This design comes from an exercise in tuning for small area, a short achievable clock period and few clock cycles per item on the open sky130 flow, not from production work. Only simulation tests tie the RTL to the original design; equivalence was not proved.

$ cat design/flow/design.v
`timescale 1ns / 1ps
module first_person_camera_pose #(
  parameter int CORDIC_STEPS = 16
) (
  input  logic                clk_i,
  input  logic                rst_ni,
  input  logic                cfg_we_i,
  input  logic [2:0]          cfg_addr_i,
  input  logic [15:0]         cfg_wdata_i,
  input  logic                in_valid_i,
  output logic                in_stall_o,
  input  logic [1:0]          req_type_i,
  input  logic [2:0]          direction_i,
  input  logic [15:0]         delta_time_i,
  input  logic signed [15:0]  x_offset_i,
  input  logic signed [15:0]  y_offset_i,
  input  logic                can_go_up_i,
  input  logic                can_go_down_i,
  input  logic signed [31:0]  set_pos_x_i,
  input  logic signed [31:0]  set_pos_y_i,
  input  logic signed [31:0]  set_pos_z_i,
  input  logic signed [24:0]  set_yaw_i,
  input  logic signed [23:0]  set_pitch_i,
  output logic                out_valid_o,
  input  logic                out_stall_i,
  output logic signed [31:0]  pos_x_o,
  output logic signed [31:0]  pos_y_o,
  output logic signed [31:0]  pos_z_o,
  output logic signed [15:0]  front_x_o,
  output logic signed [15:0]  front_y_o,
  output logic signed [15:0]  front_z_o,
  output logic signed [15:0]  right_x_o,
  output logic signed [15:0]  right_y_o,
  output logic signed [15:0]  right_z_o,
  output logic signed [15:0]  up_x_o,
  output logic signed [15:0]  up_y_o,
  output logic signed [15:0]  up_z_o
);
  localparam logic [1:0] REQ_MOVE = 2'd0;
  localparam logic [1:0] REQ_LOOK = 2'd1;
  localparam logic [1:0] REQ_SET  = 2'd2;
  localparam logic [2:0] CFG_SENS  = 3'd0;
  localparam logic [2:0] CFG_SPEED = 3'd1;
  localparam logic [2:0] CFG_FLY   = 3'd2;
  localparam logic [2:0] CFG_WUX   = 3'd3;
  localparam logic [2:0] CFG_WUY   = 3'd4;
  localparam logic [2:0] CFG_WUZ   = 3'd5;
  localparam logic signed [29:0] DEG90     = 30'sd5898240;
  localparam logic signed [29:0] DEG180    = 30'sd11796480;
  localparam logic signed [29:0] DEG360    = 30'sd23592960;
  localparam logic signed [29:0] PITCH_LIM = 30'sd5832704;
  localparam logic signed [33:0] CORDIC_GAIN = 34'sd652032874;
  localparam logic signed [15:0] ONE_Q14 = 16'sd16384;
  localparam logic [4:0] LAST_STEP = 5'(CORDIC_STEPS - 1);
  localparam int S_IDLE  = 0;
  localparam int S_MV1   = 1;
  localparam int S_MV2   = 2;
  localparam int S_MV3   = 3;
  localparam int S_APPLY = 4;
  localparam int S_LK1   = 5;
  localparam int S_LK2   = 6;
  localparam int S_LK3   = 7;
  localparam int S_LK4   = 8;
  localparam int S_LK5   = 9;
  localparam int S_ST1   = 10;
  localparam int S_WRAP  = 11;
  localparam int S_CORP  = 12;
  localparam int S_CORPX = 13;
  localparam int S_CORY  = 14;
  localparam int S_FRONT = 15;
  localparam int S_NH    = 16;
  localparam int S_NA    = 17;   
  localparam int S_NSQ   = 18;
  localparam int S_NSKIP = 19;
  localparam int S_NSQRT = 20;
  localparam int S_NDIV  = 21;
  localparam int S_NFIN  = 22;
  localparam int S_CROSS = 23;
  localparam int NST     = 24;
  localparam logic [1:0] T_HF = 2'd0;
  localparam logic [1:0] T_F  = 2'd1;
  localparam logic [1:0] T_R  = 2'd2;
  localparam logic [1:0] T_U  = 2'd3;
  localparam logic [1:0] I_ACC  = 2'd0;
  localparam logic [1:0] I_0    = 2'd1;
  localparam logic [1:0] I_8    = 2'd2;
  localparam logic [1:0] I_8192 = 2'd3;
  function automatic logic signed [29:0] atan_deg(input logic [3:0] i);
    logic signed [29:0] r;
    case (i)
      4'd0:  r = 30'sd2949120;
      4'd1:  r = 30'sd1740967;
      4'd2:  r = 30'sd919879;
      4'd3:  r = 30'sd466945;
      4'd4:  r = 30'sd234379;
      4'd5:  r = 30'sd117266;
      4'd6:  r = 30'sd58666;
      4'd7:  r = 30'sd29335;
      4'd8:  r = 30'sd14668;
      4'd9:  r = 30'sd7334;
      4'd10: r = 30'sd3667;
      4'd11: r = 30'sd1833;
      4'd12: r = 30'sd917;
      4'd13: r = 30'sd458;
      4'd14: r = 30'sd229;
      default: r = 30'sd115;
    endcase
    atan_deg = r;
  endfunction
  function automatic logic signed [23:0] clamp_pitch(input logic signed [29:0] p);
    logic signed [23:0] r;
    if (p > PITCH_LIM) begin
      r = 24'(PITCH_LIM);
    end else if (p < -PITCH_LIM) begin
      r = -(24'(PITCH_LIM));
    end else begin
      r = 24'(p);
    end
    clamp_pitch = r;
  endfunction
  function automatic logic signed [31:0] sat32(input logic signed [33:0] v);
    logic signed [31:0] r;
    if (v > 34'sd2147483647) begin
      r = 32'sh7fffffff;
    end else if (v < -34'sd2147483648) begin
      r = 32'sh80000000;
    end else begin
      r = 32'(v);
    end
    sat32 = r;
  endfunction
  function automatic logic big30(input logic signed [33:0] v);
    big30 = (v >= 34'sd1073741824) || (v <= -34'sd1073741824);
  endfunction
  function automatic logic signed [15:0] pick3(input logic signed [47:0] v, input logic [1:0] i);
    logic signed [15:0] r;
    case (i)
      2'd1:    r = v[31:16];
      2'd2:    r = v[47:32];
      default: r = v[15:0];
    endcase
    pick3 = r;
  endfunction
  function automatic logic [127:0] csa(input logic [63:0] a, input logic [63:0] b,
                                       input logic [63:0] c);
    logic [63:0] s, cy;
    s  = a ^ b ^ c;
    cy = ((a & b) | (a & c) | (b & c)) << 1;
    csa = {cy, s};
  endfunction
  logic [NST-1:0] st_q, st_d;
  logic [4:0] cnt_q, cnt_d;
  logic [2:0] pup_q;
  logic       ndec_q, big_q, s0_q, lcord_q, ldiv_q, lsq_q;
  logic [63:0] acc_d;
  logic [3:0] csh0_q, csh2_q;
  logic       whi_q, wlo_q, yhi_q, ylo_q, rdy_q, rdyw_q;
  logic signed [29:0] w_d;
  logic       out_valid_q;
  logic [15:0]        sens_q, speed_q;
  logic               fly_q;
  logic signed [47:0] wu_q;           
  logic signed [31:0] posx_q, posy_q, posz_q;
  logic signed [24:0] yaw_q;
  logic signed [23:0] pitch_q;
  logic signed [47:0] fv_q, rv_q, uv_q;    
  logic [2:0]         dir_q;
  logic               cgu_q, cgd_q;
  logic [1:0]         msel_q;
  logic               msub_q;
  logic signed [15:0] mvx_q, mvz_q;
  logic [1:0]         tgt_q;
  logic               mvok_q;
  logic               xsel_q, neg_q;
  logic [2:0]         sgn_q;
  logic signed [29:0] w_q;
  logic signed [29:0] atan_q;
  logic [30:0]        r_q;
  logic [33:0]        rem_q;
  logic signed [33:0] p_q [3];
  logic signed [16:0] ma_q, mb_q;
  logic [63:0]        ms_q, mc_q;
  logic               c1_v, c2_v, c1_sub, c2_sub;
  logic [1:0]         c1_init, c2_init, c1_sh, c2_sh;
  logic [63:0]        acc_q;
  logic rdy, in_acc, commit;
  assign rdy        = rdy_q || (rdyw_q && !out_stall_i);
  assign in_acc     = in_valid_i && rdy;
  assign in_stall_o = !rdy;
  logic signed [63:0] acc_mac, acc_base;
  logic signed [37:0] la [3], lb [3], lres [3];
  logic               lsub [3], lcin [3];
  logic [38:0]        lsum [3];
  logic [64:0]        acc_sum;
  logic [34:0]        pos_add;
  logic signed [23:0] pclamp;
  logic [36:0]        sq_x;
  logic [37:0]        sq_d1, sq_d2, sq_d3;
  logic [1:0]         sq_dig;
  logic [32:0]        sq_rem;
  logic [32:0]        r3_q, r3_dn, r3_up, r3_n;
  logic signed [29:0] wa, wb, wsum;
  logic signed [33:0] pos_sum;
  logic signed [31:0] pos_cur;
  logic signed [33:0] mv;
  logic               any_big;
  logic               cordic_d;
  logic signed [15:0] mk;
  logic signed [33:0] fsrc;
  logic [15:0]        nq [3];
  logic [63:0]        ms_d, mc_d;
  logic               skip16, skip8, ndec, skip_ok;
  logic               iss;
  logic [1:0]         iss_init, iss_sh;
  logic               iss_sub;
  logic signed [16:0] ma_d, mb_d;
  logic [1:0] cr_a, cr_b;
  logic [17:0][63:0] l0;
  logic [11:0][63:0] l1;
  logic [7:0][63:0]  l2;
  logic [5:0][63:0]  l3;
  logic [3:0][63:0]  l4;
  logic [2:0][63:0]  l5;
  logic [127:0]      t;
  logic [63:0]       ma_s, mc_s, acc_cs, acc_cc;
  logic [16:0]       r;
  logic [30:0]       u;
  logic [3:0]        sqi;
  always_comb begin
    for (int j = 0; j < 16; j++) begin
      r = (mb_q[j] ? ma_q : 17'sd0) ^ 17'h10000;
      l0[j] = 64'(r) << j;
    end
    r = ~((mb_q[16] ? ma_q : 17'sd0) ^ 17'h10000);
    l0[16] = 64'(r) << 16;
    l0[17] = 64'hfffffffe00020000;
    for (int g = 0; g < 6; g++) begin
      t = csa(l0[3*g], l0[3*g+1], l0[3*g+2]);
      l1[2*g] = t[63:0];
      l1[2*g+1] = t[127:64];
    end
    for (int g = 0; g < 4; g++) begin
      t = csa(l1[3*g], l1[3*g+1], l1[3*g+2]);
      l2[2*g] = t[63:0];
      l2[2*g+1] = t[127:64];
    end
    for (int g = 0; g < 2; g++) begin
      t = csa(l2[3*g], l2[3*g+1], l2[3*g+2]);
      l3[2*g] = t[63:0];
      l3[2*g+1] = t[127:64];
    end
    l3[4] = l2[6];
    l3[5] = l2[7];
    for (int g = 0; g < 2; g++) begin
      t = csa(l3[3*g], l3[3*g+1], l3[3*g+2]);
      l4[2*g] = t[63:0];
      l4[2*g+1] = t[127:64];
    end
    t = csa(l4[0], l4[1], l4[2]);
    l5[0] = t[63:0];
    l5[1] = t[127:64];
    l5[2] = l4[3];
    t = csa(l5[0], l5[1], l5[2]);
    ms_d = t[63:0];
    mc_d = t[127:64];
    ma_s = ms_q;
    mc_s = mc_q;
    case (c2_sh)
      2'd1: begin
        ma_s = ms_q << 16;
        mc_s = mc_q << 16;
      end
      2'd2: begin
        ma_s = ms_q << 30;
        mc_s = mc_q << 30;
      end
      2'd3: begin
        ma_s = ms_q << 32;
        mc_s = mc_q << 32;
      end
      default: ;
    endcase
    ma_s = ma_s ^ {64{c2_sub}};
    mc_s = mc_s ^ {64{c2_sub}};
    acc_d = acc_q;
    if (c2_v) begin
      acc_d = acc_mac;
    end else if ((st_q[S_NSKIP] || (ndec && !any_big)) && skip_ok && skip16) begin
      acc_d = acc_q << 16;
    end else if ((st_q[S_NSKIP] || (ndec && !any_big)) && skip_ok && skip8) begin
      acc_d = acc_q << 8;
    end else if (st_q[S_NSQRT]) begin
      acc_d = acc_q << 4;
    end else if (st_q[S_NDIV]) begin
      acc_d[15:0]  = {acc_q[14:0],  !lres[0][37]};
      acc_d[31:16] = {acc_q[30:16], !lres[1][37]};
      acc_d[47:32] = {acc_q[46:32], !lres[2][37]};
    end
    acc_base = signed'(acc_q);
    case (c2_init)
      I_0:     acc_base = 64'sd0;
      I_8:     acc_base = 64'sd8;
      I_8192:  acc_base = 64'sd8192;
      default: ;
    endcase
    t       = csa(acc_base, ma_s, mc_s);
    acc_cs  = t[63:0];
    acc_cc  = {t[127:65], c2_sub};
    acc_sum = {acc_cs, 1'b1} + {acc_cc, c2_sub};
    acc_mac = signed'(acc_sum[64:1]);
  end
  always_comb begin
    any_big  = big_q;
    cordic_d = !w_q[29];
    skip16   = (acc_q[63:48] == '0) && (ndec || cnt_q <= 5'd8);
    skip8    = (acc_q[63:56] == '0) && (ndec || cnt_q <= 5'd12);
    skip_ok  = 1'b1;
    ndec     = ndec_q;
    sq_x  = {rem_q[32:0], acc_q[63:60]};
    nq[0] = acc_q[15:0];
    nq[1] = acc_q[31:16];
    nq[2] = acc_q[47:32];
    for (int k = 0; k < 3; k++) begin
      la[k]   = 38'(p_q[k]);
      lb[k]   = 38'(signed'({4'b0000, r_q}));
      lsub[k] = 1'b1;
      lcin[k] = 1'b1;
      if (ldiv_q) begin
        lsub[k] = !p_q[k][33];
        lcin[k] = !p_q[k][33];
      end
      if (!ldiv_q && !lcord_q && !lsq_q) begin
        la[k] = '0;
        lb[k] = 38'(p_q[k]);
      end
      if (lsq_q) begin
        la[k] = signed'({1'b0, sq_x});
        case (k)
          0:       lb[k] = signed'({4'b0000, r_q, 3'b001});
          1:       lb[k] = signed'({3'b000, r_q, 4'b0100});
          default: lb[k] = signed'({2'b00, r3_q, 3'b001});
        endcase
      end
      if (lcord_q) begin
        if (k == 0) begin
          lb[k]   = 38'(p_q[2] >>> csh0_q);
          lsub[k] = cordic_d;
          lcin[k] = cordic_d;
        end else begin
          lb[k]   = 38'(p_q[0] >>> csh2_q);
          lsub[k] = !cordic_d;
          lcin[k] = !cordic_d;
        end
      end
      lsum[k] = {la[k], 1'b1} + {lb[k] ^ {38{lsub[k]}}, lcin[k]};
      lres[k] = lsum[k][38:1];
    end
    sq_d1 = lres[0];
    sq_d2 = lres[1];
    sq_d3 = lres[2];
    if (!sq_d3[37]) begin
      sq_dig = 2'd3;
      sq_rem = sq_d3[32:0];
    end else if (!sq_d2[37]) begin
      sq_dig = 2'd2;
      sq_rem = sq_d2[32:0];
    end else if (!sq_d1[37]) begin
      sq_dig = 2'd1;
      sq_rem = sq_d1[32:0];
    end else begin
      sq_dig = 2'd0;
      sq_rem = sq_x[32:0];
    end
    r3_dn = ~((~r3_q) + 33'd1);    
    r3_up = r3_q + 33'd1;
    case (sq_dig)
      2'd0:    r3_n = {r3_dn[30:0], 2'd1};
      2'd1:    r3_n = {r3_q[30:0], 2'd0};
      2'd2:    r3_n = {r3_q[30:0], 2'd3};
      default: r3_n = {r3_up[30:0], 2'd2};
    endcase
    wa = w_q;
    wb = '0;
    if (st_q[S_LK3]) begin
      wa = 30'(pitch_q);
      wb = acc_q[33:4];
    end
    if (st_q[S_LK4]) begin
      wa = 30'(yaw_q);
      wb = acc_q[33:4];
    end
    if (st_q[S_WRAP]) begin
      if (whi_q) begin
        wb = -DEG360;
      end else if (wlo_q) begin
        wb = DEG360;
      end else begin
        wa = 30'(pitch_q);
      end
    end
    if (st_q[S_CORP] || st_q[S_CORY]) begin
      wb = cordic_d ? -atan_q : atan_q;
    end
    if (st_q[S_CORPX]) begin
      wa = 30'(yaw_q);
      if (yhi_q) begin
        wb = -DEG180;
      end else if (ylo_q) begin
        wb = DEG180;
      end
    end
    wsum = wa + wb;
    w_d  = w_q;
    if (st_q[S_IDLE]) w_d = 30'(set_yaw_i);
    if (st_q[S_MV3]) w_d = 30'(acc_q[31:8]);
    if (st_q[S_LK3] || st_q[S_LK4] || st_q[S_WRAP] || st_q[S_CORP] || st_q[S_CORY] ||
        st_q[S_CORPX]) w_d = wsum;
    pclamp = clamp_pitch(st_q[S_ST1] ? 30'(signed'(r_q[23:0])) : w_q);
    pos_cur = posz_q;
    if (pup_q[0]) pos_cur = posx_q;
    if (pup_q[1]) pos_cur = posy_q;
    mv      = acc_q[47:14];
    pos_add = {34'(pos_cur), 1'b1} + {mv ^ {34{msub_q}}, msub_q};
    pos_sum = signed'(pos_add[34:1]);
    fsrc = cnt_q[2] ? p_q[2] : p_q[0];
    case (msel_q)
      2'd1:    mk = pick3(rv_q, cnt_q[2:1]);
      2'd2:    mk = pick3(wu_q, cnt_q[2:1]);
      default: mk = (cnt_q[2:1] == 2'd0) ? mvx_q : ((cnt_q[2:1] == 2'd2) ? mvz_q : 16'sd0);
    endcase
    case (cnt_q[2:0])
      3'd0:    begin cr_a = 2'd1; cr_b = 2'd2; end
      3'd1:    begin cr_a = 2'd2; cr_b = 2'd1; end
      3'd2:    begin cr_a = 2'd2; cr_b = 2'd0; end
      3'd3:    begin cr_a = 2'd0; cr_b = 2'd2; end
      3'd4:    begin cr_a = 2'd0; cr_b = 2'd1; end
      default: begin cr_a = 2'd1; cr_b = 2'd0; end
    endcase
  end
  always_comb begin
    iss      = 1'b0;
    iss_init = I_ACC;
    iss_sh   = 2'd0;
    iss_sub  = 1'b0;
    ma_d     = '0;
    mb_d     = '0;
    if (st_q[S_IDLE]) begin
      if (req_type_i == REQ_LOOK) begin
        iss      = in_acc;
        iss_init = I_8;
        ma_d     = 17'(y_offset_i);
        mb_d     = signed'({1'b0, sens_q});
      end else begin
        iss      = in_acc;
        iss_init = I_0;
        ma_d     = signed'({1'b0, delta_time_i});
        mb_d     = signed'({1'b0, speed_q});
      end
    end
    if (st_q[S_LK1]) begin
      iss      = 1'b1;
      iss_init = I_8;
      ma_d     = 17'(signed'(r_q[15:0]));
      mb_d     = signed'({1'b0, sens_q});
    end
    if (st_q[S_APPLY] && cnt_q <= 5'd5) begin
      iss  = 1'b1;
      ma_d = 17'(mk);
      if (cnt_q[0]) begin
        mb_d   = signed'({9'b0, w_q[23:16]});
        iss_sh = 2'd1;
      end else begin
        mb_d     = signed'({1'b0, w_q[15:0]});
        iss_init = I_8192;
      end
    end
    if (st_q[S_FRONT] && cnt_q <= 5'd7) begin
      iss     = 1'b1;
      iss_sub = neg_q;
      case (cnt_q[1:0])
        2'd0: begin
          ma_d = signed'({1'b0, fsrc[15:0]});
          mb_d = signed'({1'b0, rem_q[15:0]});
          iss_init = I_0;
        end
        2'd1: begin
          ma_d = 17'(signed'(fsrc[31:16]));
          mb_d = signed'({1'b0, rem_q[15:0]});
          iss_sh = 2'd1;
        end
        2'd2: begin
          ma_d = signed'({1'b0, fsrc[15:0]});
          mb_d = signed'({1'b0, rem_q[31:16]});
          iss_sh = 2'd1;
        end
        default: begin
          ma_d = 17'(signed'(fsrc[31:16]));
          mb_d = signed'({1'b0, rem_q[31:16]});
          iss_sh = 2'd3;
        end
      endcase
    end
    u = '0;
    sqi = 4'd15;
    if (st_q[S_NSQ] && cnt_q <= 5'd8) sqi = cnt_q[3:0];
    if (st_q[S_CROSS] && cnt_q >= 5'd6 && cnt_q <= 5'd14) sqi = 4'(cnt_q - 5'd6);
    if (st_q[S_FRONT] && cnt_q >= 5'd8 && cnt_q <= 5'd16) sqi = 4'(cnt_q - 5'd8);
    if (sqi != 4'd15) begin
      iss = 1'b1;
      case (sqi)
        4'd0, 4'd1, 4'd2: u = st_q[S_FRONT] ? p_q[1][30:0] : p_q[0][30:0];
        4'd3, 4'd4, 4'd5: u = st_q[S_FRONT] ? p_q[0][30:0] : p_q[1][30:0];
        default:          u = p_q[2][30:0];
      endcase
      case (sqi)
        4'd0, 4'd3, 4'd6: begin
          ma_d = signed'({2'b00, u[14:0]});
          mb_d = signed'({2'b00, u[14:0]});
          iss_init = (sqi == 4'd0) ? I_0 : I_ACC;
        end
        4'd1, 4'd4, 4'd7: begin
          ma_d = 17'(signed'(u[30:15]));
          mb_d = signed'({2'b00, u[14:0]});
          iss_sh = 2'd1;
        end
        default: begin
          ma_d = 17'(signed'(u[30:15]));
          mb_d = 17'(signed'(u[30:15]));
          iss_sh = 2'd2;
        end
      endcase
    end
    if (st_q[S_CROSS] && cnt_q <= 5'd5) begin
      iss      = 1'b1;
      iss_init = cnt_q[0] ? I_ACC : I_0;
      iss_sub  = cnt_q[0];
      if (xsel_q) begin
        ma_d = 17'(pick3(rv_q, cr_a));
        mb_d = 17'(pick3(fv_q, cr_b));
      end else begin
        ma_d = 17'(pick3(fv_q, cr_a));
        mb_d = 17'(pick3(wu_q, cr_b));
      end
    end
  end
  always_ff @(posedge clk_i) begin
    ma_q    <= ma_d;
    mb_q    <= mb_d;
    c1_v    <= iss;
    c1_init <= iss_init;
    c1_sh   <= iss_sh;
    c1_sub  <= iss_sub;
    ms_q    <= ms_d;
    mc_q    <= mc_d;
    c2_v    <= c1_v;
    c2_init <= c1_init;
    c2_sh   <= c1_sh;
    c2_sub  <= c1_sub;
  end
  always_comb begin
    st_d   = '0;
    cnt_d  = cnt_q + 5'd1;
    commit = 1'b0;
    if (st_q[S_IDLE]) begin
      cnt_d = '0;
      if (in_acc) begin
        case (req_type_i)
          REQ_MOVE: st_d[S_MV1] = 1'b1;
          REQ_LOOK: st_d[S_LK1] = 1'b1;
          REQ_SET:  st_d[S_ST1] = 1'b1;
          default:  commit = 1'b1;
        endcase
      end else begin
        st_d[S_IDLE] = 1'b1;
      end
    end
    if (st_q[S_MV1]) st_d[S_MV2] = 1'b1;
    if (st_q[S_MV2]) st_d[S_MV3] = 1'b1;
    if (st_q[S_MV3]) begin
      cnt_d = '0;
      case (dir_q)
        3'd0, 3'd1: if (mvok_q) st_d[S_APPLY] = 1'b1; else st_d[S_NSQ] = 1'b1;
        3'd2, 3'd3: st_d[S_APPLY] = 1'b1;
        3'd4:       if (fly_q && cgu_q) st_d[S_APPLY] = 1'b1; else commit = 1'b1;
        3'd5:       if (fly_q && cgd_q) st_d[S_APPLY] = 1'b1; else commit = 1'b1;
        default:    commit = 1'b1;
      endcase
    end
    if (st_q[S_APPLY]) begin
      if (cnt_q == 5'd8) commit = 1'b1; else st_d[S_APPLY] = 1'b1;
    end
    if (st_q[S_LK1]) st_d[S_LK2] = 1'b1;
    if (st_q[S_LK2]) st_d[S_LK3] = 1'b1;
    if (st_q[S_LK3]) st_d[S_LK4] = 1'b1;
    if (st_q[S_LK4]) st_d[S_WRAP] = 1'b1;
    if (st_q[S_ST1]) st_d[S_WRAP] = 1'b1;
    if (st_q[S_WRAP]) begin
      cnt_d = '0;
      if (!whi_q && !wlo_q) st_d[S_CORP] = 1'b1;
      else st_d[S_WRAP] = 1'b1;
    end
    if (st_q[S_CORP]) begin
      if (cnt_q == {1'b0, LAST_STEP[3:0]}) st_d[S_CORPX] = 1'b1; else st_d[S_CORP] = 1'b1;
    end
    if (st_q[S_CORPX]) begin
      cnt_d = '0;
      st_d[S_CORY] = 1'b1;
    end
    if (st_q[S_CORY]) begin
      if (cnt_q == {1'b0, LAST_STEP[3:0]}) begin
        cnt_d = '0;
        st_d[S_FRONT] = 1'b1;
      end else begin
        st_d[S_CORY] = 1'b1;
      end
    end
    if (st_q[S_FRONT]) begin
      if (!ndec) st_d[S_FRONT] = 1'b1;
    end
    if (st_q[S_NH]) begin
      cnt_d = '0;
      if (!(big30(p_q[0]) || big30(p_q[1]) || big30(p_q[2]))) st_d[S_NSQ] = 1'b1;
      else st_d[S_NH] = 1'b1;
    end
    if (st_q[S_NSQ] && !ndec) st_d[S_NSQ] = 1'b1;
    if (st_q[S_NSQ] && cnt_q == 5'd2 && tgt_q == T_HF) cnt_d = 5'd6;
    if (ndec) begin
      cnt_d = '0;
      if (any_big) begin
        st_d[S_NH] = 1'b1;
      end else if (s0_q) begin
        st_d[S_NFIN] = 1'b1;
      end else if (skip16) begin
        cnt_d = 5'd4;
        st_d[S_NSKIP] = 1'b1;
      end else if (skip8) begin
        cnt_d = 5'd2;
        st_d[S_NSKIP] = 1'b1;
      end else begin
        st_d[S_NSQRT] = 1'b1;
      end
    end
    if (st_q[S_NSKIP]) begin
      if (skip16) begin
        cnt_d = cnt_q + 5'd4;
        st_d[S_NSKIP] = 1'b1;
      end else if (skip8 && cnt_q <= 5'd12) begin
        cnt_d = cnt_q + 5'd2;
        st_d[S_NSKIP] = 1'b1;
      end else begin
        cnt_d = cnt_q;
        st_d[S_NSQRT] = 1'b1;
      end
    end
    if (st_q[S_NSQRT]) begin
      if (cnt_q == 5'd15) begin
        cnt_d = '0;
        st_d[S_NDIV] = 1'b1;
      end else begin
        st_d[S_NSQRT] = 1'b1;
      end
    end
    if (st_q[S_NDIV]) begin
      if (cnt_q == 5'd15) st_d[S_NFIN] = 1'b1; else st_d[S_NDIV] = 1'b1;
    end
    if (st_q[S_NFIN]) begin
      cnt_d = '0;
      case (tgt_q)
        T_HF:    st_d[S_APPLY] = 1'b1;
        T_U:     commit = 1'b1;
        default: st_d[S_CROSS] = 1'b1;
      endcase
    end
    if (st_q[S_CROSS]) begin
      if (!ndec) st_d[S_CROSS] = 1'b1;
    end
    if (commit) st_d[S_IDLE] = 1'b1;
  end
  always_ff @(posedge clk_i or negedge rst_ni) begin
    if (!rst_ni) begin
      st_q        <= NST'(1);
      out_valid_q <= 1'b0;
      mvok_q      <= 1'b0;
      rdy_q       <= 1'b1;
      rdyw_q      <= 1'b0;
    end else begin
      st_q        <= st_d;
      out_valid_q <= commit || (out_valid_q && out_stall_i);
      if (st_q[S_NFIN] && tgt_q == T_HF) mvok_q <= 1'b1;
      if (st_q[S_NFIN] && tgt_q == T_F)  mvok_q <= 1'b0;
      rdy_q       <= st_d[S_IDLE] && !commit && !(out_valid_q && out_stall_i);
      rdyw_q      <= st_d[S_IDLE] && (commit || (out_valid_q && out_stall_i));
    end
  end
  always_ff @(posedge clk_i or negedge rst_ni) begin
    if (!rst_ni) begin
      sens_q  <= 16'd3932;
      speed_q <= 16'd2560;
      fly_q   <= 1'b1;
      wu_q    <= {16'sd0, ONE_Q14, 16'sd0};
    end else if (cfg_we_i) begin
      case (cfg_addr_i)
        CFG_SENS:  sens_q  <= cfg_wdata_i;
        CFG_SPEED: speed_q <= cfg_wdata_i;
        CFG_FLY:   fly_q   <= cfg_wdata_i[0];
        CFG_WUX:   wu_q[15:0]  <= cfg_wdata_i;
        CFG_WUY:   wu_q[31:16] <= cfg_wdata_i;
        CFG_WUZ:   wu_q[47:32] <= cfg_wdata_i;
        default:   ;
      endcase
    end
  end
  logic signed [15:0] res16 [3];
  always_comb begin
    for (int k = 0; k < 3; k++) begin
      res16[k] = signed'({sgn_q[k], nq[k][15:1] ^ {15{sgn_q[k]}}}) + 16'(nq[k][0] ^ sgn_q[k]);
    end
  end
  always_ff @(posedge clk_i or negedge rst_ni) begin
    if (!rst_ni) begin
      posx_q  <= '0;
      posy_q  <= '0;
      posz_q  <= '0;
      yaw_q   <= '0;
      pitch_q <= '0;
      fv_q    <= {16'sd0, 16'sd0, ONE_Q14};
      rv_q    <= {ONE_Q14, 16'sd0, 16'sd0};
      uv_q    <= {16'sd0, ONE_Q14, 16'sd0};
    end else begin
      if (st_q[S_ST1]) begin
        posx_q  <= p_q[0][31:0];
        posy_q  <= p_q[1][31:0];
        posz_q  <= p_q[2][31:0];
        pitch_q <= pclamp;
      end
      if (st_q[S_LK4]) pitch_q <= pclamp;
      if (st_q[S_WRAP] && st_d[S_CORP]) yaw_q <= w_q[24:0];
      if (pup_q[0]) posx_q <= sat32(pos_sum);
      if (pup_q[1]) posy_q <= sat32(pos_sum);
      if (pup_q[2]) posz_q <= sat32(pos_sum);
      if (st_q[S_NFIN]) begin
        case (tgt_q)
          T_F:     fv_q <= {res16[2], res16[1], res16[0]};
          T_R:     rv_q <= {res16[2], res16[1], res16[0]};
          T_U:     uv_q <= {res16[2], res16[1], res16[0]};
          default: ;
        endcase
      end
    end
  end
  always_ff @(posedge clk_i) begin
    cnt_q  <= cnt_d;
    csh0_q <= (st_d[S_CORP] || st_d[S_CORY]) ? cnt_d[3:0] : 4'd0;
    if (st_d[S_CORP] || st_d[S_CORY]) csh2_q <= cnt_d[3:0];
    w_q    <= w_d;
    whi_q  <= (w_d >= DEG180);
    wlo_q  <= (w_d < -DEG180);
    if (st_q[S_WRAP]) begin
      yhi_q <= (30'(signed'(w_q[24:0])) > DEG90);
      ylo_q <= (30'(signed'(w_q[24:0])) < -DEG90);
    end
    pup_q[0] <= st_d[S_APPLY] && (cnt_d == 5'd4);
    pup_q[1] <= st_d[S_APPLY] && (cnt_d == 5'd6);
    pup_q[2] <= st_d[S_APPLY] && (cnt_d == 5'd8);
    atan_q <= atan_deg(cnt_d[3:0]);
    acc_q   <= acc_d;
    s0_q    <= (p_q[0] == '0) && (p_q[1] == '0) && (p_q[2] == '0);
    big_q   <= big30(p_q[0]) || big30(p_q[1]) || big30(p_q[2]);
    ndec_q  <= (st_d[S_NSQ] && cnt_d == 5'd11) || (st_d[S_FRONT] && cnt_d == 5'd19) ||
               (st_d[S_CROSS] && cnt_d == 5'd17);
    lcord_q <= st_d[S_CORP] || st_d[S_CORY];
    ldiv_q  <= st_d[S_NDIV];
    lsq_q   <= st_d[S_NSQRT];
    if (st_q[S_IDLE]) begin
      dir_q  <= direction_i;
      cgu_q  <= can_go_up_i;
      cgd_q  <= can_go_down_i;
      p_q[0] <= 34'(set_pos_x_i);
      p_q[1] <= 34'(set_pos_y_i);
      p_q[2] <= 34'(set_pos_z_i);
      r_q    <= (req_type_i == REQ_LOOK) ? 31'(x_offset_i) : 31'(set_pitch_i);
    end
    if (st_q[S_MV3]) begin
      msub_q <= (dir_q == 3'd1) || (dir_q == 3'd2) || (dir_q == 3'd5);
      msel_q <= (dir_q[2:1] == 2'd0) ? 2'd0 : ((dir_q[2:1] == 2'd1) ? 2'd1 : 2'd2);
      p_q[0] <= 34'(signed'(fv_q[15:0]));
      p_q[1] <= '0;
      p_q[2] <= 34'(signed'(fv_q[47:32]));
      tgt_q  <= T_HF;
    end
    if (st_q[S_WRAP]) begin
      if (st_d[S_CORP]) begin
        p_q[0] <= CORDIC_GAIN;
        p_q[2] <= '0;
      end
    end
    if (st_q[S_CORP] || st_q[S_CORY]) begin
      p_q[0] <= lres[0][33:0];
      p_q[2] <= lres[2][33:0];
    end
    if (st_q[S_CORPX]) begin
      neg_q  <= yhi_q || ylo_q;
      rem_q  <= p_q[0];
      p_q[1] <= p_q[2];
      p_q[0] <= CORDIC_GAIN;
      p_q[2] <= '0;
    end
    if (st_q[S_FRONT]) begin
      if (cnt_q == 5'd6)  p_q[0] <= acc_q[63:30];
      if (cnt_q == 5'd10) begin
        p_q[2] <= acc_q[63:30];
        tgt_q  <= T_F;
      end
    end
    if (st_q[S_NH] && (big30(p_q[0]) || big30(p_q[1]) || big30(p_q[2]))) begin
      p_q[0] <= p_q[0] >>> 1;
      p_q[1] <= p_q[1] >>> 1;
      p_q[2] <= p_q[2] >>> 1;
    end
    if (ndec && !any_big) begin
      for (int k = 0; k < 3; k++) begin
        sgn_q[k] <= p_q[k][33];
        if (p_q[k][33]) p_q[k] <= lres[k][33:0];
      end
    end
    if (ndec) begin
      rem_q <= '0;
      r_q   <= '0;
      r3_q  <= 33'd1;
    end
    if (st_q[S_NSQRT]) begin
      rem_q <= {1'b0, sq_rem};
      r_q   <= {r_q[28:0], sq_dig};
      r3_q  <= r3_n;
    end
    if (st_q[S_NDIV]) begin
      for (int k = 0; k < 3; k++) begin
        p_q[k] <= {lres[k][32:0], 1'b0};
      end
    end
    if (st_q[S_NFIN]) begin
      if (tgt_q == T_HF) begin
        mvx_q <= res16[0];
        mvz_q <= res16[2];
      end
      xsel_q <= (tgt_q == T_R);
    end
    if (st_q[S_CROSS]) begin
      if (cnt_q == 5'd4) p_q[0] <= acc_q[33:0];
      if (cnt_q == 5'd6) p_q[1] <= acc_q[33:0];
      if (cnt_q == 5'd8) begin
        p_q[2] <= acc_q[33:0];
        tgt_q  <= xsel_q ? T_U : T_R;
      end
    end
  end
  assign out_valid_o = out_valid_q;
  assign pos_x_o     = posx_q;
  assign pos_y_o     = posy_q;
  assign pos_z_o     = posz_q;
  assign front_x_o   = fv_q[15:0];
  assign front_y_o   = fv_q[31:16];
  assign front_z_o   = fv_q[47:32];
  assign right_x_o   = rv_q[15:0];
  assign right_y_o   = rv_q[31:16];
  assign right_z_o   = rv_q[47:32];
  assign up_x_o      = uv_q[15:0];
  assign up_y_o      = uv_q[31:16];
  assign up_z_o      = uv_q[47:32];
endmodule
$ cat design/flow/flow/run.sh
#!/bin/bash
# Standard layout (the standard.sh: standard synthesis, floorplan, place, CTS, route),
# with the timing repair aiming for a larger setup slack than the default.
set -euo pipefail
bash standard.sh SETUP_SLACK_MARGIN=6.5 finish > standard_flow.log 2>&1
$ cat design/flow/standard.sh
#!/bin/bash
# synth_recipe.tcl (not shown) runs the flow's synth.tcl, then flattens the netlist and writes it again
# the make line also repeats each setting of config.mk as NAME=value (left out here)
make -C /OpenROAD-flow-scripts/flow DESIGN_CONFIG=/design/flow/config.mk WORK_HOME=/design/flow/orfs CLKGATE_MAP_FILE= SYNTH_SCRIPT=/design/flow/synth_recipe.tcl "${@:-finish}"
$ cat design/flow/config.mk
export PLATFORM = sky130hd
export DESIGN_NAME = first_person_camera_pose
export DESIGN_NICKNAME = first_person_camera_pose
export VERILOG_FILES = /design/flow/design.v
export SDC_FILE = /design/flow/constraint.sdc
export NUM_CORES = 4
export LEC_CHECK = 0
export CAP_MARGIN = 20
export CORE_MARGIN = 2
export CORE_UTILIZATION = 40
export SLEW_MARGIN = 20
$ cat design/flow/constraint.sdc
create_clock -name core_clock -period 12.0 [get_ports {clk_i}]
set_input_delay 2.4000 -clock core_clock [delete_from_list [all_inputs] [get_ports {clk_i}]]
set_output_delay 2.4000 -clock core_clock [all_outputs]
set_load 0.01 [all_outputs]
==> results of run 1 <==
==> timing repair <==
action / 4_1_cts / 5_1_grt
setup endpoints to repair: 273 / 276
pin swaps: 25 / 109
gates cloned: 3 / 11
buffers inserted: 44 / 93
gates resized for setup: 234 / 397
==> logic make-up after synthesis <==
group,count (synthesis),share of synthesized area
adder cells (fa/ha/maj),639,0.119
flip-flops,894,0.258
AND/OR/NAND/NOR,2914,0.156
XOR/XNOR,605,0.0622
buffers and inverters,1323,0.0588
multiplexers,815,0.105
AO/OA/AOI/OAI,3238,0.242
==> path summary, 6_finish.rpt <==
path	start	to	cells past startpoint
max in group asynchronous	rst_ni	posz_q[0]$_DFFE_PN0P_	3
worst max register to register	p_q[0][13]$_DFF_P_	p_q[2][24]$_DFF_P_	11
worst min register to register	c1_v$_SDFF_PP1_	c2_v$_DFF_P_	0
min in group asynchronous	rst_ni	yaw_q[15]$_DFFE_PN0P_	1
worst max-delay path	p_q[0][13]$_DFF_P_	p_q[2][24]$_DFF_P_	11
worst min-delay path	c1_v$_SDFF_PP1_	c2_v$_DFF_P_	0
==> layout make-up <==
| type | instances | area (um^2) |
|---|---|---|
| tap | 2821 | 3530 |
| clock inverter | 49 | 641 |
| multi-input combinational | 8212 | 61100 |
| fill | 20800 | 110000 |
| inverter | 455 | 1740 |
| antenna | 95 | 238 |
| timing repair buffer | 1017 | 9640 |
| clock buffer | 166 | 3350 |
| sequential | 894 | 22100 |
| timing repair inverter | 1 | 5.00 |
==> flip-flops by register name, summed over array words and instances, names as in the netlist, 29 cells and up <==
| signal | cells |
|---|---|
| ms_q | 35 |
| posz_q | 32 |
| wu_q | 48 |
| posx_q | 32 |
| acc_q | 64 |
| p_q | 102 |
| uv_q | 48 |
| r3_q | 33 |
| w_q | 30 |
| posy_q | 32 |
| rv_q | 48 |
| r_q | 31 |
| rem_q | 33 |
| mc_q | 29 |
| fv_q | 48 |
==> metrics by stage <==
step                      worst slack, ns  instance area, um^2  cells
final                                6.15               102000  13700
after global routing                 6.29               102000  13600
after CTS                            6.39                99200  13500
after detailed placement             5.26                93800  13200
after global placement               5.32                93700  13200
after floorplan                      6.66                85500  10400
==> cell usage in the layout, fill, tap and decap left out, drive strengths merged, types with 212 or more instances in the layout <==
cell type,synthesis,final
xor2,253,253
a21o,284,284
inv,453,454
mux2i,522,522
and2,298,298
buf,116,544
nand2,1161,1161
o21ai,749,749
ha,354,354
edfxtp,212,212
nor2,788,788
fa,285,285
clkdlybuf4s50,0,462
dfrtp,379,379
a21oi,960,960
mux2,254,254
dfxtp,286,286
a211oi,259,259
xnor2,352,352
==> metal layers <==
layer | global-route usage | vias to the layer above | routed length, um
li1 | - | 37800 | -
met1 | 0.587 | 46200 | 203000
met2 | 0.670 | 7467 | 224000
met3 | 0.194 | 2276 | 68800
met4 | 0.420 | 36 | 57200
met5 | 0.0121 | - | 372
==> impl_results.md, run 1 <==
- Die H: approximately 470 um
- Vias/cell: 6.84
- Fin nets: around 12k
- Most frequent cells after synthesis: nand2_1, a21oi_1, nor2_1, clkbuf_1, o21ai_0
- Largest net degree at the start of global routing: 109
- Max Freq: roughly 0.17 GHz
- Predominant post-synthesis flop cell: dfrtp_1
- Drt pass-1 iters: 15
- CP top delay family: compound AO/OA/AOI/OAI gates
- Setup Skew: between 0.1 and 0.15 ns
- WL per Instance: 40.4 um
- Core Region: 0.212 mm^2
- Area Growth Syn to Fin: 19.7%
- Avg Cell Area, Syn: 8.20 um^2
- Remaining DRCs: 0
- Gpl congestion: around 1.2
- DR vias: ~94k
- Synth Warn #: 10
- Layout cells sized above 1: 0.146
- Antenna violations before repair: 85
- Post-Syn Area: roughly 0.086 mm^2
- Mapped Cells: 10.4k
- Clk sinks: around 900
- Unrepaired setup endpoints after global routing: true
- Cell taking the most area after synthesis: dfrtp_1
- WP buf/inv: 2
- Min-delay worst type: register to register
- CP endpoint kind: register
- Final Hold Fails: 0
- DP Wirelength: just over 400000 um
- Final period utilization: 0.487
- DIE WIDTH: about 470 um
- EDFF count, synth: 212
- Area contributors post-synth: dfrtp_1, edfxtp_1, dfxtp_1, fa_1, mux2i_1
- Placement Rows: 169
- Core Util, Final: 0.482
- R2r setup slk: roughly 6 ns
- Crit path DAT: between 6 and 7 ns
- Status: timing/DRC/antenna clean
- Max-slew violation count: 0
- Setup TNS: 0 ns
- Critical path class: register to register
- # IOs: approximately 470
- Flops & latches, synth: ~900
- Worst-skew pair later-pin latency: 0.90 ns
- Max-Cap Viols: 0
- Detailed Route Iter0 Violations: between 15k and 20k
- CTS buffer count: about 110
- Post-Syn Nets: 11.3k
- GRT overflow: 0
- # setup viols final: 0
- Die footprint: 0.218 mm^2
- H-tree depth: 3
- Hold buffer count at CTS: 0
- Critical path's slowest cell: a31oi_4
- Post-layout min period: 5.85 ns
- Final WL: about 550000 um
- Crit-path max FO: 66
- Top-area cell type share of the netlist area: 0.111
- Yosys cell types: 106
- Clock root buffer: clkbuf_16
- Total GRT Usage: 0.488
- # port buffers: roughly 470
- Worst-margin pin slew: around 1.4 ns
- Clock Path Buffers: 3
- Clk pin slew, worst setup/hold paths: 0.06 ns
- Crit start category: register
- CP required: around 13 ns
- Count leader, synth: nand2_1
- First-pass GRT wire length: about 730000 um
- Worst-path cell chain: buf_4 -> nor4_2 -> nand4_1 -> nor2_2 -> o21ai_0 -> a31oi_4 -> buf_6 -> o21ai_1 -> a221oi_1 -> a211oi_1 -> a21o_1
- Worst hold margin: approximately 0.33 ns
- Starting Density: 0.403
- Vias in the first global route: around 85k
- Slew HR: 0.0880
- Asr flop ratio synth: 0.443
- CTS tree: yes
- Crit-path max cell delay: 0.77 ns
- Post-synthesis sequential area ratio: 0.258
- Antenna viol nets, final: 0
Testbench counts, summed over its fixed seeds: cycles 248,165, items 2,400.
==> run 2: changes to the inputs <==
--- a/design/flow/design.v
+++ b/design/flow/design.v
@@ -151,7 +151,7 @@
   logic [NST-1:0] st_q, st_d;
   logic [4:0] cnt_q, cnt_d;
   logic [2:0] pup_q;
-  logic       ndec_q, big_q, s0_q, lcord_q, ldiv_q, lsq_q;
+  logic       ndec_q, big_q, s0_q, ldiv_q, lsq_q;
   logic [63:0] acc_d;
   logic [3:0] csh0_q, csh2_q;
   logic       whi_q, wlo_q, yhi_q, ylo_q, rdy_q, rdyw_q;
@@ -205,6 +205,8 @@
   logic signed [33:0] mv;
   logic               any_big;
   logic               cordic_d;
+  logic [34:0]        cx_sum, cy_sum;
+  logic signed [33:0] xsh, ysh;
   logic signed [15:0] mk;
   logic signed [33:0] fsrc;
   logic [15:0]        nq [3];
@@ -312,6 +314,10 @@
   always_comb begin
     any_big  = big_q;
     cordic_d = !w_q[29];
+    ysh    = p_q[2] >>> csh0_q;
+    xsh    = p_q[0] >>> csh2_q;
+    cx_sum = {p_q[0], 1'b1} + {ysh ^ {34{cordic_d}}, cordic_d};
+    cy_sum = {p_q[2], 1'b1} + {xsh ^ {34{!cordic_d}}, !cordic_d};
     skip16   = (acc_q[63:48] == '0) && (ndec || cnt_q <= 5'd8);
     skip8    = (acc_q[63:56] == '0) && (ndec || cnt_q <= 5'd12);
     skip_ok  = 1'b1;
@@ -329,7 +335,7 @@
         lsub[k] = !p_q[k][33];
         lcin[k] = !p_q[k][33];
       end
-      if (!ldiv_q && !lcord_q && !lsq_q) begin
+      if (!ldiv_q && !lsq_q) begin
         la[k] = '0;
         lb[k] = 38'(p_q[k]);
       end
@@ -341,17 +347,6 @@
           default: lb[k] = signed'({2'b00, r3_q, 3'b001});
         endcase
       end
-      if (lcord_q) begin
-        if (k == 0) begin
-          lb[k]   = 38'(p_q[2] >>> csh0_q);
-          lsub[k] = cordic_d;
-          lcin[k] = cordic_d;
-        end else begin
-          lb[k]   = 38'(p_q[0] >>> csh2_q);
-          lsub[k] = !cordic_d;
-          lcin[k] = !cordic_d;
-        end
-      end
       lsum[k] = {la[k], 1'b1} + {lb[k] ^ {38{lsub[k]}}, lcin[k]};
       lres[k] = lsum[k][38:1];
     end
@@ -768,7 +763,6 @@
     big_q   <= big30(p_q[0]) || big30(p_q[1]) || big30(p_q[2]);
     ndec_q  <= (st_d[S_NSQ] && cnt_d == 5'd11) || (st_d[S_FRONT] && cnt_d == 5'd19) ||
                (st_d[S_CROSS] && cnt_d == 5'd17);
-    lcord_q <= st_d[S_CORP] || st_d[S_CORY];
     ldiv_q  <= st_d[S_NDIV];
     lsq_q   <= st_d[S_NSQRT];
     if (st_q[S_IDLE]) begin
@@ -795,8 +789,8 @@
       end
     end
     if (st_q[S_CORP] || st_q[S_CORY]) begin
-      p_q[0] <= lres[0][33:0];
-      p_q[2] <= lres[2][33:0];
+      p_q[0] <= cx_sum[34:1];
+      p_q[2] <= cy_sum[34:1];
     end
     if (st_q[S_CORPX]) begin
       neg_q  <= yhi_q || ylo_q;
==> design/flow/flow/run.sh (replaced) <==
#!/bin/bash
# Standard layout (the standard.sh: standard synthesis, floorplan, place, CTS, route),
# with the timing repair aiming for a larger setup slack than the default.
set -euo pipefail
bash standard.sh SETUP_SLACK_MARGIN=7.0 finish > standard_flow.log 2>&1
==> impl_results.md, run 2 <==
- Status: timing/DRC/antenna clean
- Slew HR: 0.112 (+0.0238)
- Total GRT Usage: 0.463 (-0.0247)
- Antenna violations before repair: 102 (+20%)
- GR Layer Usage met2: 0.601 (-0.0690)
- Clk pin slew, worst setup/hold paths: 0.07 ns (about the same)
- CP endpoint kind: register
- DIE WIDTH: 479 um (+2.8%)
- GRT Max-Usage Layer: met2
- # IOs: 466 (unchanged)
- Synth Warn #: 10 (unchanged)
- Clock root buffer: clkbuf_16
- Area Growth Syn to Fin: 18.5%
- Most frequent cells after synthesis: nand2_1, a21oi_1, clkbuf_1, nor2_1, o21ai_0
- Critical path class: primary input to register
- Setup Skew: 0.116 ns (-0.0153 ns)
- Top reg by flops: p_q
- Crit start category: primary input
- Remaining DRCs: 0 (unchanged)
- Max-slew violation count: 0 (unchanged)
- Die footprint: 0.230 mm^2 (+5.7%)
- Vias/cell: 6.98 (+2.1%)
- Drt pass-1 iters: 15 (unchanged)
- Placed inst area: 0.0984 mm^2 (+4.9%)
- Min-delay worst type: register to register
- Fin area: 0.107 mm^2 (+4.7%)
- Placement Rows: 174 (+3.0%)
- CTS tree: yes
- Flops & latches, synth: 893 (-0.11%)
- Final Hold Fails: 0 (unchanged)
- Max Freq: 0.189 GHz (+11%)
- Detailed Route Iter0 Violations: 18.2k (+20%)
- Clock Path Buffers: 3 (unchanged)
- Final period utilization: 0.440 (-0.0471)
- Fin nets: 12.2k (+5.6%)
- Commonest non-fill, non-tap cells in the layout: nand2_1, a21oi_1, nor2_1, o21ai_0, mux2i_1
- Max FFs per register: 102 (unchanged)
- Clk sinks: 893 (-0.11%)
- First-pass GRT wire length: 748000 um (+1.9%)
- Critical path's slowest cell: clkdlybuf4s50_1
- Crit path DAT: 5.98 ns (-0.64 ns)
- DR vias: 101k (+7.9%)
- Starting Density: 0.402 (about the same)
- WL per Instance: 38.8 um (-4.0%)
- Place WS: 5.21 ns (-0.0477 ns)
- Setup TNS: 0 ns (unchanged)
- Core Region: 0.225 mm^2 (+5.8%)
- EDFF count, synth: 212 (unchanged)
- Mapped Cells: 11.1k (+6.3%)
- CTS buffer count: 112 (-0.88%)
- # port buffers: 465 (unchanged)
- # setup viols final: 0 (unchanged)
- Max-Cap Viols: 0 (unchanged)
- Worst-margin pin slew: 1.32 ns (-0.0355 ns)
- Antenna viol nets, final: 0 (unchanged)
- Predominant post-synthesis flop cell: dfrtp_1
- Unrepaired setup endpoints after global routing: true
- Largest net degree at the start of global routing: 110 (+0.92%)
- Met1 Track Usage GR: 0.581 (-0.00658)
- Met3 Use GR: 0.206 (+0.0113)
- Top-area cell type share of the netlist area: 0.105 (-0.00601)
- Crit-path max FO: 34 (-48%)
- DP Wirelength: 407000 um (-1.1%)
- Worst-skew pair later-pin latency: 0.89 ns (about the same)
- Post-route worst setup slack: 6.72 ns (+0.565 ns)
- H-tree depth: 3 (unchanged)
- Most common cell after layout, fill and taps aside: nand2_1
- Largest regs: p_q (102), acc_q (64)
- Final WL: 562000 um (+1.5%)
- Count leader, synth: nand2_1
- Layout cells sized above 1: 0.126 (-0.0204)
- Worst hold margin: 0.327 ns (+0.00133 ns)
- Vias in the first global route: 90.4k (+6.2%)
- Post-Syn Nets: 12.0k (+6.4%)
- Area contributors post-synth: dfrtp_1, edfxtp_1, dfxtp_1, fa_1, mux2i_1
- Post-synthesis sequential area ratio: 0.243 (-0.0142)
- Crit-path max cell delay: 0.74 ns (-0.03 ns)
- Gpl congestion: 1.17 (+0.92%)
- Asr flop ratio synth: 0.443 (+0.000496)
- Yosys cell types: 92 (-13%)
- Cell taking the most area after synthesis: dfrtp_1
- Worst-path cell chain: clkdlybuf4s50_1 -> nor2b_4 -> buf_6 -> nand2_1 -> a21oi_2 -> a211oi_1 -> a211oi_1 -> a21oi_1 -> o22ai_1 -> nor2_1 -> a21oi_1
- Avg Cell Area, Syn: 8.16 um^2 (-0.52%)
- Post-layout min period: 5.28 ns (-0.565 ns)
- GRT overflow: 0 (unchanged)
- CP required: 12.70 ns (-0.07 ns)
- Die H: 479 um (+2.8%)
- Post-Syn Area: 0.0904 mm^2 (+5.7%)
==> run 2: cell count changes in the layout (fill, tap and decap cells not counted), moves of 59 or more <==
cell     delta
xnor2_1   +116
ha_1       +77
a22o_1     +72
mux2_2     -63
mux2i_1    +61
o22ai_1    +59
==> run 2: critical path, delay by kind of cell <==
| family | cells | cell delay [ns] |
|---|---|---|
| AOI/OAI and AO/OA | 6 | 1.92 |
| and+or+nand+nor | 3 | 0.48 |
| buffers and inverters | 2 | 1.14 |
==> run 2: path summary, 6_finish.rpt <==
kind	from	to	slack (ns)	cells after the start
max	req_type_i[0]	ma_q[5]$_DFF_P_	6.72	11
min	c1_init[0]$_DFF_P_	c2_init[0]$_DFF_P_	0.33	0
max reg2reg	r_q[16]$_DFFE_PP_	p_q[1][28]$_DFF_P_	6.78	16
min reg2reg	c1_init[0]$_DFF_P_	c2_init[0]$_DFF_P_	0.33	0
max in group asynchronous	rst_ni	posy_q[4]$_DFFE_PN0P_	7.91	3
min in group asynchronous	rst_ni	uv_q[14]$_DFFE_PN0P_	1.59	1
==> run 2: cells by family after synthesis <==
| group | after synthesis | synth area share |
|---|---|---|
| buffers and inverters | 1405 | 0.0586 |
| AOI/OAI and AO/OA | 3502 | 0.251 |
| muxes | 816 | 0.101 |
| and+or+nand+nor | 3076 | 0.158 |
| adders and majority gates | 702 | 0.121 |
| DFF | 893 | 0.243 |
| xor gates and xnor gates | 689 | 0.0667 |
==> run 2: cell type report <==
type                       instances  area, um^2
multi-input combinational       8787       64900
inverter                         460        1760
fill                           21700      118000
antenna                          120         300
tap                             2992        3740
clock inverter                    71         912
sequential                       893       22100
timing repair buffer            1028       10300
clock buffer                     143        3110
==> run 2: metrics by stage <==
| stage | cells | util |
|---|---|---|
| final | 14500 | 0.477 |
| after global routing | 14400 | 0.476 |
| after CTS | 14300 | 0.466 |
| after detailed placement | 14000 | 0.438 |
| after global placement | 14000 | 0.438 |
| after floorplan | 11100 | - |
==> run 2: repair_timing <==
item | CTS | global route
setup buffers | 81 | 81
resized for setup | 265 | 218
endpoints found under the setup margin | 384 | 292
pin swaps | 33 | 67
hold buffers | 0 | 0
cloned | 14 | 16
==> run 2: per-layer routing <==
layer	up-vias	wire length (um)
met2	9157	210000
met3	2447	86200
met5	-	1100
met1	49000	206000
met4	63	58400
li1	40500	-
Testbench counts of run 2, summed over its fixed seeds: cycles 248,165, items 2,400.
==> run 3: changes to the inputs <==
--- a/design/flow/design.v
+++ b/design/flow/design.v
@@ -208,6 +208,7 @@
   logic [34:0]        cx_sum, cy_sum;
   logic signed [33:0] xsh, ysh;
   logic signed [15:0] mk;
+  logic               mv_go, clast_q;
   logic signed [33:0] fsrc;
   logic [15:0]        nq [3];
   logic [63:0]        ms_d, mc_d;
@@ -396,8 +397,9 @@
     if (st_q[S_CORP] || st_q[S_CORY]) begin
       wb = cordic_d ? -atan_q : atan_q;
     end
-    if (st_q[S_CORPX]) begin
+    if (clast_q) begin
       wa = 30'(yaw_q);
+      wb = '0;
       if (yhi_q) begin
         wb = -DEG180;
       end else if (ylo_q) begin
@@ -417,6 +419,13 @@
     mv      = acc_q[47:14];
     pos_add = {34'(pos_cur), 1'b1} + {mv ^ {34{msub_q}}, msub_q};
     pos_sum = signed'(pos_add[34:1]);
+    case (dir_q)
+      3'd0, 3'd1: mv_go = mvok_q;
+      3'd2, 3'd3: mv_go = 1'b1;
+      3'd4:       mv_go = fly_q && cgu_q;
+      3'd5:       mv_go = fly_q && cgd_q;
+      default:    mv_go = 1'b0;
+    endcase
     fsrc = cnt_q[2] ? p_q[2] : p_q[0];
     case (msel_q)
       2'd1:    mk = pick3(rv_q, cnt_q[2:1]);
@@ -458,6 +467,16 @@
       ma_d     = 17'(signed'(r_q[15:0]));
       mb_d     = signed'({1'b0, sens_q});
     end
+    if (st_q[S_MV3] && mv_go) begin
+      iss      = 1'b1;
+      iss_init = I_8192;
+      case (dir_q[2:1])
+        2'd0:    ma_d = 17'(mvx_q);
+        2'd1:    ma_d = 17'(signed'(rv_q[15:0]));
+        default: ma_d = 17'(signed'(wu_q[15:0]));
+      endcase
+      mb_d = signed'({1'b0, acc_q[23:8]});
+    end
     if (st_q[S_APPLY] && cnt_q <= 5'd5) begin
       iss  = 1'b1;
       ma_d = 17'(mk);
@@ -573,13 +592,14 @@
     if (st_q[S_MV2]) st_d[S_MV3] = 1'b1;
     if (st_q[S_MV3]) begin
       cnt_d = '0;
-      case (dir_q)
-        3'd0, 3'd1: if (mvok_q) st_d[S_APPLY] = 1'b1; else st_d[S_NSQ] = 1'b1;
-        3'd2, 3'd3: st_d[S_APPLY] = 1'b1;
-        3'd4:       if (fly_q && cgu_q) st_d[S_APPLY] = 1'b1; else commit = 1'b1;
-        3'd5:       if (fly_q && cgd_q) st_d[S_APPLY] = 1'b1; else commit = 1'b1;
-        default:    commit = 1'b1;
-      endcase
+      if (mv_go) begin
+        cnt_d = 5'd1;
+        st_d[S_APPLY] = 1'b1;
+      end else if (dir_q[2:1] == 2'd0) begin
+        st_d[S_NSQ] = 1'b1;
+      end else begin
+        commit = 1'b1;
+      end
     end
     if (st_q[S_APPLY]) begin
       if (cnt_q == 5'd8) commit = 1'b1; else st_d[S_APPLY] = 1'b1;
@@ -595,7 +615,12 @@
       else st_d[S_WRAP] = 1'b1;
     end
     if (st_q[S_CORP]) begin
-      if (cnt_q == {1'b0, LAST_STEP[3:0]}) st_d[S_CORPX] = 1'b1; else st_d[S_CORP] = 1'b1;
+      if (cnt_q == {1'b0, LAST_STEP[3:0]}) begin
+        cnt_d = '0;
+        st_d[S_CORY] = 1'b1;
+      end else begin
+        st_d[S_CORP] = 1'b1;
+      end
     end
     if (st_q[S_CORPX]) begin
       cnt_d = '0;
@@ -764,6 +789,7 @@
     ndec_q  <= (st_d[S_NSQ] && cnt_d == 5'd11) || (st_d[S_FRONT] && cnt_d == 5'd19) ||
                (st_d[S_CROSS] && cnt_d == 5'd17);
     ldiv_q  <= st_d[S_NDIV];
+    clast_q <= st_d[S_CORP] && (cnt_d == {1'b0, LAST_STEP[3:0]});
     lsq_q   <= st_d[S_NSQRT];
     if (st_q[S_IDLE]) begin
       dir_q  <= direction_i;
@@ -788,14 +814,14 @@
         p_q[2] <= '0;
       end
     end
-    if (st_q[S_CORP] || st_q[S_CORY]) begin
+    if ((st_q[S_CORP] && !clast_q) || st_q[S_CORY]) begin
       p_q[0] <= cx_sum[34:1];
       p_q[2] <= cy_sum[34:1];
     end
-    if (st_q[S_CORPX]) begin
+    if (clast_q) begin
       neg_q  <= yhi_q || ylo_q;
-      rem_q  <= p_q[0];
-      p_q[1] <= p_q[2];
+      rem_q  <= cx_sum[34:1];
+      p_q[1] <= cy_sum[34:1];
       p_q[0] <= CORDIC_GAIN;
       p_q[2] <= '0;
     end
==> impl_results.md, run 3 <==
- Status: complete, but fails checks
- SO Faults: antenna violations
- Layout cells sized above 1: 0.132 (+0.00656)
- Worst Setup EP: in_stall_o
- FF-to-FF path depth: 16 (unchanged)
- Core Region: 0.229 mm^2 (+2.1%)
- Max-slew violation count: 0 (unchanged)
- Crit path DAT: 2.84 ns (-3.14 ns)
- Final WL: 644000 um (+15%)
- Setup TNS: 0 ns (unchanged)
- # IOs: 466 (unchanged)
- Gpl congestion: 1.13 (-3.5%)
- # port buffers: 465 (unchanged)
- Critical path origin: out_stall_i
- Detailed Route Iter0 Violations: 18.2k (+0.044%)
- Crit-path max cell delay: 0.15 ns (-0.59 ns)
- H-tree depth: 3 (unchanged)
- Clock root buffer: clkbuf_16
- Antenna viol nets, final: 4 (+4)
- Xor/xnor share of the synthesized area: 0.0667 (about the same)
- Area contributors post-synth: dfrtp_1, edfxtp_1, dfxtp_1, fa_1, mux2i_1
- EDFF count, synth: 212 (unchanged)
- Crit start category: primary input
- Cell taking the most area after synthesis: dfrtp_1
- Most frequent cells after synthesis: nand2_1, a21oi_1, clkbuf_1, o21ai_0, nor2_1
- DIE WIDTH: 484 um (+0.89%)
- Fin nets: 12.4k (+1.4%)
- Reg area: 0.0222 mm^2 (about the same)
- Starting Density: 0.401 (-0.00129)
- Avg Cell Area, Syn: 8.14 um^2 (-0.17%)
- Crit-path max FO: 3 (-91%)
- Top-area cell type share of the netlist area: 0.103 (-0.00213)
- Fin area: 0.109 mm^2 (+1.7%)
- Largest family of logic cells by synthesized area: compound AO/OA/AOI/OAI gates
- Vias/cell: 7.16 (+2.6%)
- DP Wirelength: 480000 um (+18%)
- Largest regs: p_q (102), acc_q (64)
- Total GRT Usage: 0.528 (+0.0647)
- Die footprint: 0.234 mm^2 (+1.8%)
- GRT overflow: 0 (unchanged)
- Flops & latches, synth: 893 (unchanged)
- Post-layout min period: 5.24 ns (-0.0430 ns)
- Remaining DRCs: 0 (unchanged)
- R2r setup slk: 6.84 ns (+0.06 ns)
- Placement Rows: 176 (+1.1%)
- Post-synthesis sequential area ratio: 0.239 (-0.00436)
- CP endpoint kind: primary output
- Placed inst area: 0.101 mm^2 (+2.1%)
- Post-synthesis compound-gate area fraction: 0.253 (+0.00150)
- R2r startpoint: p_q[0][20]$_DFF_P_
- Top reg by flops: p_q
- # setup viols final: 0 (unchanged)
- Worst-skew pair later-pin latency: 0.87 ns (-0.02 ns)
- Critical path's slowest cell: a21o_1
- First-pass GRT wire length: 849000 um (+14%)
- WL per Instance: 43.5 um (+12%)
- Final period utilization: 0.437 (-0.00359)
- Unrepaired setup endpoints after global routing: true
- Mux cell area share after synthesis: 0.103 (+0.00212)
- Most common cell on crit path: inv_2
- Die H: 484 um (+0.89%)
- Fillers: 22.4k (+3.0%)
- Clk sinks: 893 (unchanged)
- Count leader, synth: nand2_1
- Simple logic cell fraction of the synthesized area: 0.159 (+0.00150)
- Max Freq: 0.191 GHz (+0.82%)
- Drt pass-1 iters: 13 (-2)
- Antenna violations before repair: 161 (+58%)
- CTS buffer count: 114 (+1.8%)
- Multi-input gate area: 0.0668 mm^2 (+3.0%)
- Worst-margin pin slew: 1.44 ns (+0.118 ns)
- Clock Path Buffers: 3 (unchanged)
- Post-Syn Nets: 12.2k (+1.8%)
- Most common cell after layout, fill and taps aside: nand2_1
- Reg2reg end: p_q[2][24]$_DFF_P_
- Vias in the first global route: 94.9k (+5.0%)
- Predominant post-synthesis flop cell: dfrtp_1
- Clk pin slew, worst setup/hold paths: 0.06 ns (about the same)
- Synth Area in Adders: 0.119 (-0.00165)
- Asr flop ratio synth: 0.442 (-0.00112)
- Min-delay worst type: register to register
- Core Util, Final: 0.475 (-0.00207)
- Commonest non-fill, non-tap cells in the layout: nand2_1, a21oi_1, o21ai_0, nor2_1, mux2i_1
- Hold buffer count at CTS: 0 (unchanged)
- Critical path class: primary input to primary output
- Final Hold Fails: 0 (unchanged)
- Mapped Cells: 11.3k (+2.0%)
- CP required: 9.60 ns (-3.10 ns)
- Worst-path cell chain: buf_8 -> inv_2 -> a21o_1 -> inv_2 -> buf_6
- Largest net degree at the start of global routing: 150 (+36%)
- Slew HR: 0.0345 (-0.0774)
- Max-Cap Viols: 0 (unchanged)
- Synth Warn #: 10 (unchanged)
- DR vias: 106k (+4.9%)
- Post-Syn Area: 0.0920 mm^2 (+1.8%)
- Area Growth Syn to Fin: 18.3%
- CTS tree: yes
- Setup Skew: 0.0744 ns (-0.0417 ns)
- Yosys cell types: 102 (+11%)
- Max FFs per register: 102 (unchanged)
## run 3: cell count changes after synthesis, sizes merged, moves of 31 or more
cell,delta
a21oi,+52
o221ai,+56
a21o,-114
a22oi,+57
nor3,+41
o21ai,+51
mux2,+48
nor2,-88
xnor2,-31
clkbuf,+36
xor2,+43
and2,+37
## run 3: cells by family (layout without fill, tap and decap cells)
| group | after synthesis | after routing |
|---|---|---|
| AO/OA/AOI/OAI | 3605 | 3605 |
| AND/OR/NAND/NOR | 3112 | 3114 |
| buffers and inverters | 1445 | 1692 |
| flip-flops | 893 | 893 |
| multiplexers | 841 | 841 |
| adder cells (fa/ha/maj) | 705 | 705 |
| XOR/XNOR | 701 | 701 |
| other | 0 | 229 |
## run 3: how the worst min path moves through the flow
| stage | startpoint | end | slack, ns | depth (start not counted) |
|---|---|---|---|---|
| 6_report | c1_sh[0]$_DFF_P_ | c2_sh[0]$_DFF_P_ | 0.33 | 0 |
| 4_1_cts | c1_sh[0]$_DFF_P_ | c2_sh[0]$_DFF_P_ | 0.33 | 0 |
| 3_3_place_gp | c1_init[0]$_DFF_P_ | c2_init[0]$_DFF_P_ | 0.31 | 0 |
| 2_1_floorplan | c1_init[0]$_DFF_P_ | c2_init[0]$_DFF_P_ | 0.31 | 0 |
| 5_1_grt | c1_v$_SDFF_PP1_ | c2_v$_DFF_P_ | 0.34 | 0 |
| 3_5_place_dp | c1_sh[1]$_DFF_P_ | c2_sh[1]$_DFF_P_ | 0.31 | 0 |
## run 3: cell type report
class | count | area share
antenna | 229 | 0.00526
clock buffer | 158 | 0.0303
clock inverter | 60 | 0.00605
inverter | 453 | 0.0159
multi-input combinational | 8966 | 0.613
sequential | 893 | 0.203
tap | 3026 | 0.0348
timing repair buffer | 1019 | 0.0910
timing repair inverter | 2 | 0.000115
## run 3: critical path: cells and delay by family
kind / cells / cell delay [ns]
buf+inv: 4 / 0.29
compound gates: 1 / 0.15
## run 3: layer usage
metal / global-route usage / wire length, um / vias up
met5: 0.00898 / 440 / -
met4: 0.509 / 76300 / 42
met3: 0.216 / 85500 / 3110
met2: 0.729 / 259000 / 9721
met1: 0.608 / 223000 / 51700
li1: - / - / 41500
## run 3: repair_timing
action	4_1_cts	5_1_grt
gates cloned	10	6
gates resized for setup	291	256
setup buffers	43	64
endpoints found under the setup margin	399	309
pin swaps	15	32
## run 3: through the flow
step	hold WS [ns]	setup slack, ns	cells
after floorplan	0.310	6.95	11300
final	0.329	6.76	14800
after detailed placement	0.312	5.06	14200
after global placement	0.313	5.08	14200
after CTS	0.329	6.76	14500
after global routing	0.345	6.73	14600
Testbench counts of run 3, summed over its fixed seeds: cycles 246,321, items 2,400.

## afterwards: timing with drivers on the ports
Ports are ideal in the flow. The routed layouts listed here were re-timed in OpenROAD.
Step 1, drivers: a clkbuf_16 drives clk_i and a buf_2 each remaining input, both assumed.
Step 2 moves the port delays by t, midway between the first and last clock arrival at a register: inputs arrive t later, outputs are due t later. That takes back most of the time a late clock gives input paths.
a / b / c = no drivers / after step 1 / after step 2; a / b = the first two.
run	shift t [ns]	setup slack, ns	cell pins on the clock port's net
run 1	0.954	6.151 / 6.151 / 6.119	1
run 2	0.932	6.716 / 6.752 / 5.865	1
run 3	0.941	6.759 / 6.719 / 6.068	1
The setup slack of run 2, which loses most, moves by +0.036 ns with the drivers and by -0.851 ns with both steps.
